This design comes from an exercise in tuning for small area, a short achievable clock period and few clock cycles on the open sky130 flow, not from production work.
In this exercise RTL edits were held to simulation tests only and were not proved equivalent to the original.

==> flow/design.v <==
`timescale 1ns/1ns
package rv_pkg;
    parameter int XLEN = 32;
    typedef logic [XLEN-1:0] word_t;
    typedef logic [4:0] reg_addr_t;
    parameter logic [6:0] OPC_OP     = 7'b0110011;
    parameter logic [6:0] OPC_OP_IMM = 7'b0010011;
    parameter logic [6:0] OPC_LOAD   = 7'b0000011;
    parameter logic [6:0] OPC_STORE  = 7'b0100011;
endpackage
`timescale 1ns/1ns
`timescale 1ns/1ns
`timescale 1ns/1ns
module register_file (
    input  logic              clk,
    input  logic              rst_n,
    input  rv_pkg::reg_addr_t rs1_addr,
    input  rv_pkg::reg_addr_t rs2_addr,
    output rv_pkg::word_t     rs1_data,
    output rv_pkg::word_t     rs2_data,
    input  rv_pkg::reg_addr_t rd_addr,
    input  rv_pkg::word_t     rd_data,
    input  logic              rd_we
);
    rv_pkg::word_t regs [1:31];
    logic [31:1]   valid;
    logic [31:1]   we;
    logic [31:1]   sel1;
    logic [31:1]   sel2;
    always_comb begin
        for (int i = 1; i < 32; i++) begin
            we[i]   = rd_we && (rd_addr == 5'(i));
            sel1[i] = valid[i] && (rs1_addr == 5'(i));
            sel2[i] = valid[i] && (rs2_addr == 5'(i));
        end
    end
    always_ff @(posedge clk or negedge rst_n) begin
        if (!rst_n) begin
            valid <= '0;
        end else begin
            valid <= valid | we;
        end
    end
    always_ff @(posedge clk) begin
        for (int i = 1; i < 32; i++) begin
            if (we[i]) regs[i] <= rd_data;
        end
    end
    always_comb begin
        rs1_data = '0;
        rs2_data = '0;
        for (int i = 1; i < 32; i++) begin
            rs1_data = rs1_data | ({32{sel1[i]}} & regs[i]);
            rs2_data = rs2_data | ({32{sel2[i]}} & regs[i]);
        end
    end
endmodule
`timescale 1ns/1ns
`timescale 1ns/1ns
`timescale 1ns/1ns
module cpu_top #(
    parameter rv_pkg::word_t RESET_PC = 32'h0000_0000
) (
    input  logic          clk,
    input  logic          rst_n,
    output rv_pkg::word_t imem_addr,
    input  rv_pkg::word_t imem_data,
    output rv_pkg::word_t dmem_addr,
    output rv_pkg::word_t dmem_wdata,
    input  rv_pkg::word_t dmem_rdata,
    output logic          dmem_we,
    output logic          dmem_re
);
    logic stall;
    logic [31:2]   pc;
    rv_pkg::word_t instr;
    assign imem_addr = {pc, 2'b00};
    always_ff @(posedge clk or negedge rst_n) begin
        if (!rst_n) begin
            pc       <= RESET_PC[31:2];
            instr[0] <= 1'b0;   
        end else if (!stall) begin
            pc       <= pc + 30'd1;
            instr[0] <= imem_data[0];
        end
    end
    always_ff @(posedge clk) begin
        if (!stall) instr[31:1] <= imem_data[31:1];
    end
    logic [6:0]        opc;
    logic [2:0]        f3;
    logic              is_op, is_imm, is_ld, is_st;
    rv_pkg::reg_addr_t rs1, rs2, rd;
    rv_pkg::word_t     imm;
    rv_pkg::word_t     rf1, rf2, rv1, rv2;
    assign opc    = instr[6:0];
    assign f3     = instr[14:12];
    assign rs1    = instr[19:15];
    assign rs2    = instr[24:20];
    assign rd     = instr[11:7];
    assign is_op  = (opc == rv_pkg::OPC_OP);
    assign is_imm = (opc == rv_pkg::OPC_OP_IMM);
    assign is_ld  = (opc == rv_pkg::OPC_LOAD);
    assign is_st  = (opc == rv_pkg::OPC_STORE);
    assign imm    = is_st ? {{20{instr[31]}}, instr[31:25], instr[11:7]}
                          : {{20{instr[31]}}, instr[31:20]};
    rv_pkg::reg_addr_t rd_ex;
    logic              wen_ex, ld_ex, st_ex;
    rv_pkg::reg_addr_t rd_mw;
    logic              wen_mw, ld_mw, st_mw;
    rv_pkg::word_t     res_mw, wd_mw;
    register_file u_regs (
        .clk      (clk),
        .rst_n    (rst_n),
        .rs1_addr (rs1),
        .rs2_addr (rs2),
        .rs1_data (rf1),
        .rs2_data (rf2),
        .rd_addr  (rd_mw),
        .rd_data  (wd_mw),
        .rd_we    (wen_mw)
    );
    assign rv1 = (wen_mw && rd_mw == rs1) ? wd_mw : rf1;
    assign rv2 = (wen_mw && rd_mw == rs2) ? wd_mw : rf2;
    logic dec_wen;
    logic hit1, hit2;
    assign dec_wen = (is_op || is_imm || is_ld) && (rd != 5'd0);
    assign hit1    = wen_ex && (rd_ex == rs1);
    assign hit2    = wen_ex && (rd_ex == rs2);
    assign stall = ld_ex && ((hit1 && (is_op || is_imm || is_ld || is_st)) || (hit2 && is_op));
    logic d_sub, d_add, d_slt, d_sltu, d_xor, d_or, d_and, d_sll, d_sr, d_sra;
    always_comb begin
        d_sub  = 1'b0;
        d_add  = 1'b0;
        d_slt  = 1'b0;
        d_sltu = 1'b0;
        d_xor  = 1'b0;
        d_or   = 1'b0;
        d_and  = 1'b0;
        d_sll  = 1'b0;
        d_sr   = 1'b0;
        d_sra  = 1'b0;
        if (is_op || is_imm) begin
            case (f3)
                3'b000: begin
                    d_add = 1'b1;
                    d_sub = is_op && instr[30];
                end
                3'b001: d_sll = 1'b1;
                3'b010: begin d_slt  = 1'b1; d_sub = 1'b1; end
                3'b011: begin d_sltu = 1'b1; d_sub = 1'b1; end
                3'b100: d_xor = 1'b1;
                3'b101: begin d_sr = 1'b1; d_sra = instr[30]; end
                3'b110: d_or  = 1'b1;
                default: d_and = 1'b1;
            endcase
        end else begin
            d_add = 1'b1;
        end
    end
    rv_pkg::word_t a_ex, b_ex, sd_ex;
    logic          fs_ex;
    logic          sub_ex, add_ex, slt_ex, sltu_ex, xor_ex, or_ex, and_ex, sll_ex, sr_ex, sra_ex;
    always_ff @(posedge clk or negedge rst_n) begin
        if (!rst_n) begin
            rd_ex  <= '0;
            wen_ex <= 1'b0;
            ld_ex  <= 1'b0;
            st_ex  <= 1'b0;
        end else if (stall) begin
            wen_ex <= 1'b0;
            ld_ex  <= 1'b0;
            st_ex  <= 1'b0;
        end else begin
            rd_ex  <= rd;
            wen_ex <= dec_wen;
            ld_ex  <= is_ld;
            st_ex  <= is_st;
        end
    end
    rv_pkg::word_t res;
    rv_pkg::word_t b_id;
    assign b_id = is_op ? rv2 : imm;
    always_ff @(posedge clk) begin
        a_ex    <= hit1 ? res : rv1;
        b_ex    <= (hit2 && is_op) ? res : b_id;
        sd_ex   <= hit2 ? res : rv2;
        fs_ex   <= hit2 && ld_ex;
        sub_ex  <= d_sub;
        add_ex  <= d_add;
        slt_ex  <= d_slt;
        sltu_ex <= d_sltu;
        xor_ex  <= d_xor;
        or_ex   <= d_or;
        and_ex  <= d_and;
        sll_ex  <= d_sll;
        sr_ex   <= d_sr;
        sra_ex  <= d_sra;
    end
    rv_pkg::word_t opa, opb, opb_x, sum, shl_in, shr, shl_out;
    logic          cout, lt, ltu;
    assign opa   = a_ex;
    assign opb   = b_ex;
    assign opb_x = opb ^ {32{sub_ex}};
    assign {cout, sum} = {1'b0, opa} + {1'b0, opb_x} + {32'd0, sub_ex};
    assign ltu   = !cout;
    assign lt    = (opa[31] != opb[31]) ? opa[31] : sum[31];
    always_comb begin
        for (int i = 0; i < 32; i++) shl_in[i] = opa[31 - i];
    end
    assign shr = rv_pkg::word_t'($signed({sra_ex && opa[31], sll_ex ? shl_in : opa}) >>> opb[4:0]);
    always_comb begin
        for (int i = 0; i < 32; i++) shl_out[i] = shr[31 - i];
    end
    assign res = ({32{add_ex}} & sum)
               | ({32{xor_ex}} & (opa ^ opb))
               | ({32{or_ex}}  & (opa | opb))
               | ({32{and_ex}} & (opa & opb))
               | ({32{sll_ex}} & shl_out)
               | ({32{sr_ex}}  & shr)
               | {31'd0, (slt_ex && lt) || (sltu_ex && ltu)};
    rv_pkg::word_t wdata_mw;
    always_ff @(posedge clk or negedge rst_n) begin
        if (!rst_n) begin
            rd_mw  <= '0;
            wen_mw <= 1'b0;
            ld_mw  <= 1'b0;
            st_mw  <= 1'b0;
        end else begin
            rd_mw  <= rd_ex;
            wen_mw <= wen_ex;
            ld_mw  <= ld_ex;
            st_mw  <= st_ex;
        end
    end
    always_ff @(posedge clk) begin
        res_mw   <= res;
        wdata_mw <= fs_ex ? dmem_rdata : sd_ex;
    end
    assign wd_mw      = ld_mw ? dmem_rdata : res_mw;
    assign dmem_addr  = res_mw;
    assign dmem_wdata = wdata_mw;
    assign dmem_re    = ld_mw;
    assign dmem_we    = st_mw;
endmodule
export LEC_CHECK = 0
export CAP_MARGIN = 20
export CORE_MARGIN = 2
export CORE_UTILIZATION = 55
export CTS_CLUSTER_DIAMETER = 80
export CTS_CLUSTER_SIZE = 24
export SETUP_SLACK_MARGIN = 4.4
export SLEW_MARGIN = 20
export TNS_END_PERCENT = 5
create_clock -name core_clock -period 7.0 [get_ports {clk}]
standard.sh (not shown) runs the stock make flow with config.mk's settings and CLKGATE_MAP_FILE= SYNTH_SCRIPT=/design/flow/synth_recipe.tcl, a recipe that flattens the netlist after the stock synthesis.
==> flow/flow/run.sh <==
#!/bin/bash
# Standard layout with one change: the port buffers that buffer_ports adds
# are sky130_fd_sc_hd__buf_2 rather than the cell it picks by default.
# Synthesis is the standard one, unchanged. Each step's full output goes to
# a log file of its own in this folder.
set -euo pipefail
bash standard.sh synth > synth.log 2>&1
bash standard.sh 'BUFFER_PORTS_ARGS=-buffer_cell sky130_fd_sc_hd__buf_2' finish > layout.log 2>&1
Testbench counts at the start, summed over its fixed seeds: cycles 5,289.
==> next run, changes <==
--- a/flow/design.v
+++ b/flow/design.v
@@ -12,28 +12,30 @@
 `timescale 1ns/1ns
 `timescale 1ns/1ns
 module register_file (
     input  logic              clk,
     input  logic              rst_n,
-    input  rv_pkg::reg_addr_t rs1_addr,
-    input  rv_pkg::reg_addr_t rs2_addr,
+    input  logic [3:0]        rs1_lo,
+    input  logic [7:0]        rs1_hi,
+    input  logic [3:0]        rs2_lo,
+    input  logic [7:0]        rs2_hi,
     output rv_pkg::word_t     rs1_data,
     output rv_pkg::word_t     rs2_data,
-    input  rv_pkg::reg_addr_t rd_addr,
-    input  rv_pkg::word_t     rd_data,
-    input  logic              rd_we
+    input  logic [3:0]        rd_lo,
+    input  logic [7:0]        rd_hi,
+    input  rv_pkg::word_t     rd_data
 );
     rv_pkg::word_t regs [1:31];
     logic [31:1]   valid;
     logic [31:1]   we;
     logic [31:1]   sel1;
     logic [31:1]   sel2;
     always_comb begin
         for (int i = 1; i < 32; i++) begin
-            we[i]   = rd_we && (rd_addr == 5'(i));
-            sel1[i] = valid[i] && (rs1_addr == 5'(i));
-            sel2[i] = valid[i] && (rs2_addr == 5'(i));
+            we[i]   = rd_lo[i % 4] && rd_hi[i / 4];
+            sel1[i] = valid[i] && rs1_lo[i % 4] && rs1_hi[i / 4];
+            sel2[i] = valid[i] && rs2_lo[i % 4] && rs2_hi[i / 4];
         end
     end
     always_ff @(posedge clk or negedge rst_n) begin
         if (!rst_n) begin
             valid <= '0;
@@ -82,12 +84,24 @@
         end else if (!stall) begin
             pc       <= pc + 30'd1;
             instr[0] <= imem_data[0];
         end
     end
-    always_ff @(posedge clk) begin
-        if (!stall) instr[31:1] <= imem_data[31:1];
+    logic [3:0] rs1_lo, rs2_lo;
+    logic [7:0] rs1_hi, rs2_hi;
+    always_ff @(posedge clk) begin
+        if (!stall) begin
+            instr[31:1] <= imem_data[31:1];
+            for (int k = 0; k < 4; k++) begin
+                rs1_lo[k] <= (imem_data[16:15] == 2'(k));
+                rs2_lo[k] <= (imem_data[21:20] == 2'(k));
+            end
+            for (int m = 0; m < 8; m++) begin
+                rs1_hi[m] <= (imem_data[19:17] == 3'(m));
+                rs2_hi[m] <= (imem_data[24:22] == 3'(m));
+            end
+        end
     end
     logic [6:0]        opc;
     logic [2:0]        f3;
     logic              is_op, is_imm, is_ld, is_st;
     rv_pkg::reg_addr_t rs1, rs2, rd;
@@ -107,20 +121,24 @@
     rv_pkg::reg_addr_t rd_ex;
     logic              wen_ex, ld_ex, st_ex;
     rv_pkg::reg_addr_t rd_mw;
     logic              wen_mw, ld_mw, st_mw;
     rv_pkg::word_t     res_mw, wd_mw;
+    logic [3:0] rd_lo_mw;
+    logic [7:0] rd_hi_mw;
     register_file u_regs (
         .clk      (clk),
         .rst_n    (rst_n),
-        .rs1_addr (rs1),
-        .rs2_addr (rs2),
+        .rs1_lo   (rs1_lo),
+        .rs1_hi   (rs1_hi),
+        .rs2_lo   (rs2_lo),
+        .rs2_hi   (rs2_hi),
         .rs1_data (rf1),
         .rs2_data (rf2),
-        .rd_addr  (rd_mw),
-        .rd_data  (wd_mw),
-        .rd_we    (wen_mw)
+        .rd_lo    (rd_lo_mw),
+        .rd_hi    (rd_hi_mw),
+        .rd_data  (wd_mw)
     );
     assign rv1 = (wen_mw && rd_mw == rs1) ? wd_mw : rf1;
     assign rv2 = (wen_mw && rd_mw == rs2) ? wd_mw : rf2;
     logic dec_wen;
     logic hit1, hit2;
@@ -222,21 +240,24 @@
     rv_pkg::word_t wdata_mw;
     always_ff @(posedge clk or negedge rst_n) begin
         if (!rst_n) begin
             rd_mw  <= '0;
             wen_mw <= 1'b0;
+            rd_lo_mw <= '0;
             ld_mw  <= 1'b0;
             st_mw  <= 1'b0;
         end else begin
             rd_mw  <= rd_ex;
             wen_mw <= wen_ex;
+            for (int k = 0; k < 4; k++) rd_lo_mw[k] <= wen_ex && (rd_ex[1:0] == 2'(k));
             ld_mw  <= ld_ex;
             st_mw  <= st_ex;
         end
     end
     always_ff @(posedge clk) begin
         res_mw   <= res;
+        for (int m = 0; m < 8; m++) rd_hi_mw[m] <= (rd_ex[4:2] == 3'(m));
         wdata_mw <= fs_ex ? dmem_rdata : sd_ex;
     end
     assign wd_mw      = ld_mw ? dmem_rdata : res_mw;
     assign dmem_addr  = res_mw;
     assign dmem_wdata = wdata_mw;
First-iteration DRC count came out lower by 6.1%.
Die area hardly moves.
Non-clock buffer count decreases by 140.
Worst setup slack loses 0.029 ns.
Wire length is lower by about 4.6%.
Testbench counts after the change, summed over its fixed seeds: cycles 5,289.

## port drivers added, routing unchanged
In the flow no input, the clock included, has a driving cell. The finished layouts below were timed again as built, in two steps.
Step 1 (the two cells are an assumption about what drives the block):
set clk [get_ports {clk}]
set_driving_cell -lib_cell sky130_fd_sc_hd__clkbuf_16 $clk
set_driving_cell -lib_cell sky130_fd_sc_hd__buf_2 [delete_from_list [all_inputs] $clk]
Step 2, shift: input delay + t, output delay - t, t = (earliest + latest rising clock arrival at the registers) / 2. This alone moves slack from input paths to output paths.
Slacks: ideal / step 1 / step 2; pairs: ideal / step 1.
run	t (ns)	slack for setup (ns)	worst setup path at the end
the first run	0.760	3.505 / 3.505 / 3.505	register to register
the second run	0.774	3.475 / 3.475 / 3.475	register to register
After both steps every run listed still meets setup and hold.
